Background: an optimization exercise with open tools, aiming at small area. Do not read the settings as production practice.
Function was checked by simulation only, so behaviour that the tests miss may differ from the original.
Power figures rest on the tool's default switching activity, not on a simulated workload.

[flow/run.sh]
#!/bin/bash
# synth_recipe.tcl (not shown) runs the flow's synth.tcl, then flattens the netlist and writes it again
# the make line also repeats each setting of config.mk as NAME=value (left out here)
make -C /OpenROAD-flow-scripts/flow DESIGN_CONFIG=/design/flow/config.mk WORK_HOME=/design/flow/orfs CLKGATE_MAP_FILE= SYNTH_SCRIPT=/design/flow/synth_recipe.tcl finish
[flow/config.mk]
export PLATFORM = sky130hd
export DESIGN_NAME = sdpram_top
export DESIGN_NICKNAME = sdpram_top
export VERILOG_FILES = /design/flow/design.v
export SDC_FILE = /design/flow/constraint.sdc
export NUM_CORES = 4
export LEC_CHECK = 0
export CAP_MARGIN = 20
export CORE_MARGIN = 2
export CORE_UTILIZATION = 40
export SLEW_MARGIN = 20
export SYNTH_HIERARCHICAL = 1
export SYNTH_MINIMUM_KEEP_SIZE = 0
[flow/constraint.sdc]
create_clock -name core_clock -period 3.5 [get_ports {clk}]
set_input_delay 0.7000 -clock core_clock [delete_from_list [all_inputs] [get_ports {clk}]]
set_output_delay 0.7000 -clock core_clock [all_outputs]
set_load 0.01 [all_outputs]
[flow/design.v]
module sdp_ff8 (
    input  logic       clk,
    input  logic [7:0] d,
    output logic [7:0] q
);
    always_ff @(posedge clk) begin
        q <= d;
    end
endmodule
module sdp_wr1 (
    input  logic m,
    input  logic mb,
    input  logic din,
    input  logic q,
    output logic d
);
    assign d = (m | q) & (mb | din);
endmodule
module sdp_aoi222 (
    input  logic a1, a2, b1, b2, c1, c2,
    output logic y
);
    assign y = ~((a1 & a2) | (b1 & b2) | (c1 & c2));
endmodule
module sdp_nand32 (
    input  logic [31:0] a,
    output logic        y
);
    assign y = ~&a;
endmodule
module memory_sdpram #(
    parameter logic [31:0] READ_RESET_VALUE = 32'hCAFE_0000
) (
    input  logic        clk,
    input  logic        rst_n,
    input  logic        ena,
    input  logic [3:0]  wea,
    input  logic [6:0]  addra,
    input  logic [31:0] dina,
    input  logic        enb,
    input  logic        regceb,
    input  logic [6:0]  addrb,
    output logic [31:0] doutb
);
    localparam int DEPTH = 96;
    localparam int NGRP  = DEPTH / 3;
    logic [31:0] mem_q [DEPTH];
    for (genvar w = 0; w < DEPTH; w++) begin : g_word
        logic [31:0] d;
        for (genvar l = 0; l < 4; l++) begin : g_lane
            logic m;
            logic mb;
            assign m  = ena && wea[l] && (addra == 7'(w));
            assign mb = !m;
            for (genvar i = 8*l; i < 8*l + 8; i++) begin : g_bit
                sdp_wr1 u_wr (
                    .m  (m),
                    .mb (mb),
                    .din(dina[i]),
                    .q  (mem_q[w][i]),
                    .d  (d[i])
                );
            end
            sdp_ff8 u_ff (
                .clk(clk),
                .d  (d[8*l +: 8]),
                .q  (mem_q[w][8*l +: 8])
            );
        end
    end
    logic [DEPTH-1:0] rd_sel;
    always_comb begin
        for (int w = 0; w < DEPTH; w++) begin
            rd_sel[w] = (addrb == 7'(w));
        end
    end
    logic [31:0] rd_word;
    for (genvar b = 0; b < 32; b++) begin : g_bit
        logic [NGRP-1:0] y;
        for (genvar g = 0; g < NGRP; g++) begin : g_grp
            sdp_aoi222 u_aoi (
                .a1(rd_sel[3*g]),     .a2(mem_q[3*g][b]),
                .b1(rd_sel[3*g + 1]), .b2(mem_q[3*g + 1][b]),
                .c1(rd_sel[3*g + 2]), .c2(mem_q[3*g + 2][b]),
                .y (y[g])
            );
        end
        sdp_nand32 u_or (.a(y), .y(rd_word[b]));
    end
    logic [31:0] r1_q;
    logic [31:0] r2_q;
    always_ff @(posedge clk or negedge rst_n) begin
        if (!rst_n) begin
            r1_q <= READ_RESET_VALUE;
        end else if (enb) begin
            r1_q <= rd_word;
        end
    end
    always_ff @(posedge clk or negedge rst_n) begin
        if (!rst_n) begin
            r2_q <= READ_RESET_VALUE;
        end else if (regceb) begin
            r2_q <= r1_q;
        end
    end
    assign doutb = r2_q;
endmodule
module sdpram_top (
    input  logic        clk,
    input  logic        rst_n,
    input  logic        ena,
    input  logic [3:0]  wea,
    input  logic [6:0]  addra,
    input  logic [31:0] dina,
    input  logic        enb,
    input  logic        regceb,
    input  logic [6:0]  addrb,
    output logic [31:0] doutb
);
    memory_sdpram #(
        .READ_RESET_VALUE(32'hCAFE_0000)
    ) u_mem (
        .clk   (clk),
        .rst_n (rst_n),
        .ena   (ena),
        .wea   (wea),
        .addra (addra),
        .dina  (dina),
        .enb   (enb),
        .regceb(regceb),
        .addrb (addrb),
        .doutb (doutb)
    );
endmodule
==> reports/results.txt <==
clock latency (worst-skew pair): 0.97 ns
first drt pass iteration count: 13
CTS clk-pin slew, worst paths: 0.06 ns
largest net degree at the start of global routing: 97
crit path kind: input pin to flip-flop
hold slack: 0.2072 ns
max cap viols: 0
initial core utilization: 40.14%
CP max stage cell: nor4_1
fin crit period: 3.517 ns
worst slew pin tran: 1.230 ns
Max Slew Vio Count: 0
core area: 273,100 um^2
sequential fraction of the synthesis area: 57.58%
CP Cell Sequence: clkdlybuf4s50_1, buf_12, nand4bb_1, buf_12, nor2_2, buf_12, buf_4, a222oi_1, buf_4, nand4_1, nor4_1, buf_4, nand2_1, mux2_2
Layout Skew: 0.08220 ns
setup ws final: -0.01726 ns
synth warn: 9
Lkg Pwr: 50.41 nW
total gr overflow: 0
Final Hold Viols: 0
htree depth: 5
Vias/cell: 7.070
I/O pins: 87
vias: 100.2k
Num CTS Buffers: 329
HPWL Detailed: 314.0 mm
cell area after synthesis: 109,600 um^2
vias in the first global route: 96.47k
total track usage: 31.52%
Layout Cell Area excl Fill: 138,200 um^2
antenna violations before repair: 15
Failed Checks: negative setup slack
Syn Nets: 8,949
maximum clock rate: 0.2843 GHz
critical path launch point type: input pin
Placed Area: 126,600 um^2
1st-iter DRT viols: 17.61k
CP delay by family, top: buffers and inverters
die height: 527.5 um
CP bufs+invs: 7
crit path max fanout: 16
WP data required: 4.35 ns
RSZ-0062 raised after global routing: no
routed length per instance: 32.65 um
Tcrit/Tclk final: 100.5%
GPL Wtd Cong: 0.9688
FP Rows: 192
Worst setup EP type: flip-flop
Mapped Avg Cell Area: 12.33 um^2
Core Util, Final: 50.61%
slew margin rel.: 17.93%
Distinct cells, synth: 42
worst-case clock buffer depth: 4
chip width: 527.5 um
Yosys reg bits: 3,136
PwrDens: 604.3 nW/um^2
DRC: 0
pre-CTS WS: -0.8995 ns
DIE AREA: 278,300 um^2
layout cells sized above 1: 20.10%
Final setup viols: 1
Crit path arrival time: 4.37 ns
Total Wirelength: 462.5 mm
first-pass GRT wire length: 664.1 mm
Peak supply drop: 0.0004306 V
run status: finished with violations
type of the worst min-delay path: input pin to flip-flop
# nets final: 10.36k
clock net sink count: 3,136
Syn-to-layout area delta: 26.10%
commonest non-fill, non-tap cells in the layout: 3,072 x o22a_1, 3,072 x dfxtp_1, 1,089 x buf_4
slowest stage delay, CP: 0.96 ns
Final ANT Viol Nets: 0
Synth Instances: 8,894
PortBufs: 86
Root Buffer Master: clkbuf_16
CTS tree: yes
## final timing paths
check,end,slack (ns),cells after the start,start
worst max-delay path,u_mem.r1_q[5],-0.02,14,addrb[1]
worst min register to register,u_mem.g_word[46].g_lane[2].u_ff.q[6],0.48,1,u_mem.g_word[46].g_lane[2].u_ff.q[6]
max in group asynchronous,u_mem.r2_q[17],2.34,3,rst_n
min in group asynchronous,u_mem.r2_q[6],0.30,2,rst_n
worst min-delay path,u_mem.g_word[73].g_lane[1].u_ff.q[2],0.21,2,dina[10]
worst max register to register,u_mem.r1_q[12],0.78,8,u_mem.g_word[57].g_lane[1].u_ff.q[4]
## modules after synthesis, one instance, submodules excluded, a selection
| module | area [um^2] | flops+latches |
|---|---|---|
| sdp_nand32 | 66.31 | 0 |
| sdp_wr1 | 8.758 | 0 |
| sdp_aoi222 | 10.01 | 0 |
| sdp_ff8 | 160.2 | 8 |
## state kept, by name (all words and copies together) (netlist names)
name and flops:
u_mem.g_word.g_lane.u_ff.q 3072, u_mem.r2_q 32, u_mem.r1_q 32
## repair_timing
item,CTS,global route
buffers inserted,0,0
endpoints found under the hold margin,27,0
endpoints found under the setup margin,0,5
hold buffers,1,0
resized for setup,0,5
## synth_stat cells (all sizes together)
library cell	count	share of area, %
or4	2	0.014
clkbuf	138	0.48
nor4	65	0.37
and2	4	0.023
nor2b	3	0.017
nor3	336	1.5
nor3b	3	0.021
nand3	368	1.7
dfstp	22	0.53
nand3b	4	0.027
nor4bb	4	0.037
a222oi	1024	9.3
or3	17	0.097
mux2	64	0.66
and3	48	0.27
nand4bb	16	0.16
or4b	9	0.082
and4bb	5	0.057
nand4	259	1.5
buf	148	0.73
dfxtp	3072	56
dfrtp	42	0.96
and4b	7	0.064
nor4b	6	0.067
o22a	3072	25
nor2	96	0.33
or3b	6	0.048
and4	2	0.016
nand4b	11	0.094
nand2	36	0.12
nand2b	3	0.017
and3b	2	0.016
## logic make-up after synthesis
| group | share of synthesized area (%) |
|---|---|
| buf+inv | 1.206 |
| compound gates | 33.89 |
| mux | 0.6574 |
| simple gates | 6.659 |
| flops | 57.58 |
## stage by stage
| step | TNS [ns] | total power, mW | instances |
|---|---|---|---|
| floorplan | 0 | 44.34 | 8894 |
| global placement | -18.82 | 47.04 | 13550 |
| detailed placement | -19.54 | 47.39 | 13550 |
| CTS | 0 | 83.59 | 14160 |
| global route | 0 | 85.78 | 14160 |
| finish | -0.01726 | 83.54 | 14170 |
## worst register-to-register path, stage by stage (launching register included)
cell      delay [ns]
dfxtp_1         0.31
a222oi_1        0.41
buf_4           0.20
nand4_1         0.10
buf_4           0.20
nor4_1          0.83
buf_4           0.25
nand2_1         0.04
mux2_2          0.26
## metal layers
metal	vias up	share of wire (%)	GRT usage (%)
li1	41840	-	-
met1	50550	40	40.75
met2	6526	44	48.18
met3	1239	10	6.995
met4	6	6.4	18.60
met5	-	0.0082	0
## final cells by class
class / instances / area [um^2]
fill: 23610 / 134900
multi-input combinational: 5472 / 46150
tap: 3589 / 4491
clock buffer: 466 / 9642
clock inverter: 136 / 1790
timing repair buffer: 1362 / 13030
sequential: 3136 / 63130
antenna: 6 / 15.01
## report_power, final
| part | internal (mW) | switching, mW |
|---|---|---|
| Sequential | 38.9 | 1.92 |
| Clock | 21.5 | 15.2 |
| Combinational | 3.27 | 2.76 |

==> what the ideal ports hide <==
The results above use ideal ports. As a check the final layout listed here was re-extracted and re-timed, cells and wires unchanged. Step 1 (the two cells are an assumption about what drives the block):
set clk [get_ports {clk}]
set_driving_cell -lib_cell sky130_fd_sc_hd__clkbuf_16 $clk
set_driving_cell -lib_cell sky130_fd_sc_hd__buf_2 [delete_from_list [all_inputs] $clk]
Step 2, shift: input delay + t, output delay - t, t = (earliest + latest rising clock arrival at the registers) / 2. This alone moves slack from input paths to output paths. Three values: ideal ports, drivers, drivers and shift; two values: the first two.
t, ns: 1.026
slack for setup (ns): -0.017 / 0.003 / -1.023
hold WS [ns]: 0.207 / 0.137 / 0.480
worst slew at a driven data input, ns: 0.17
For this run, drivers alone change the setup slack by +0.020 ns; drivers and shift together by -1.006 ns.
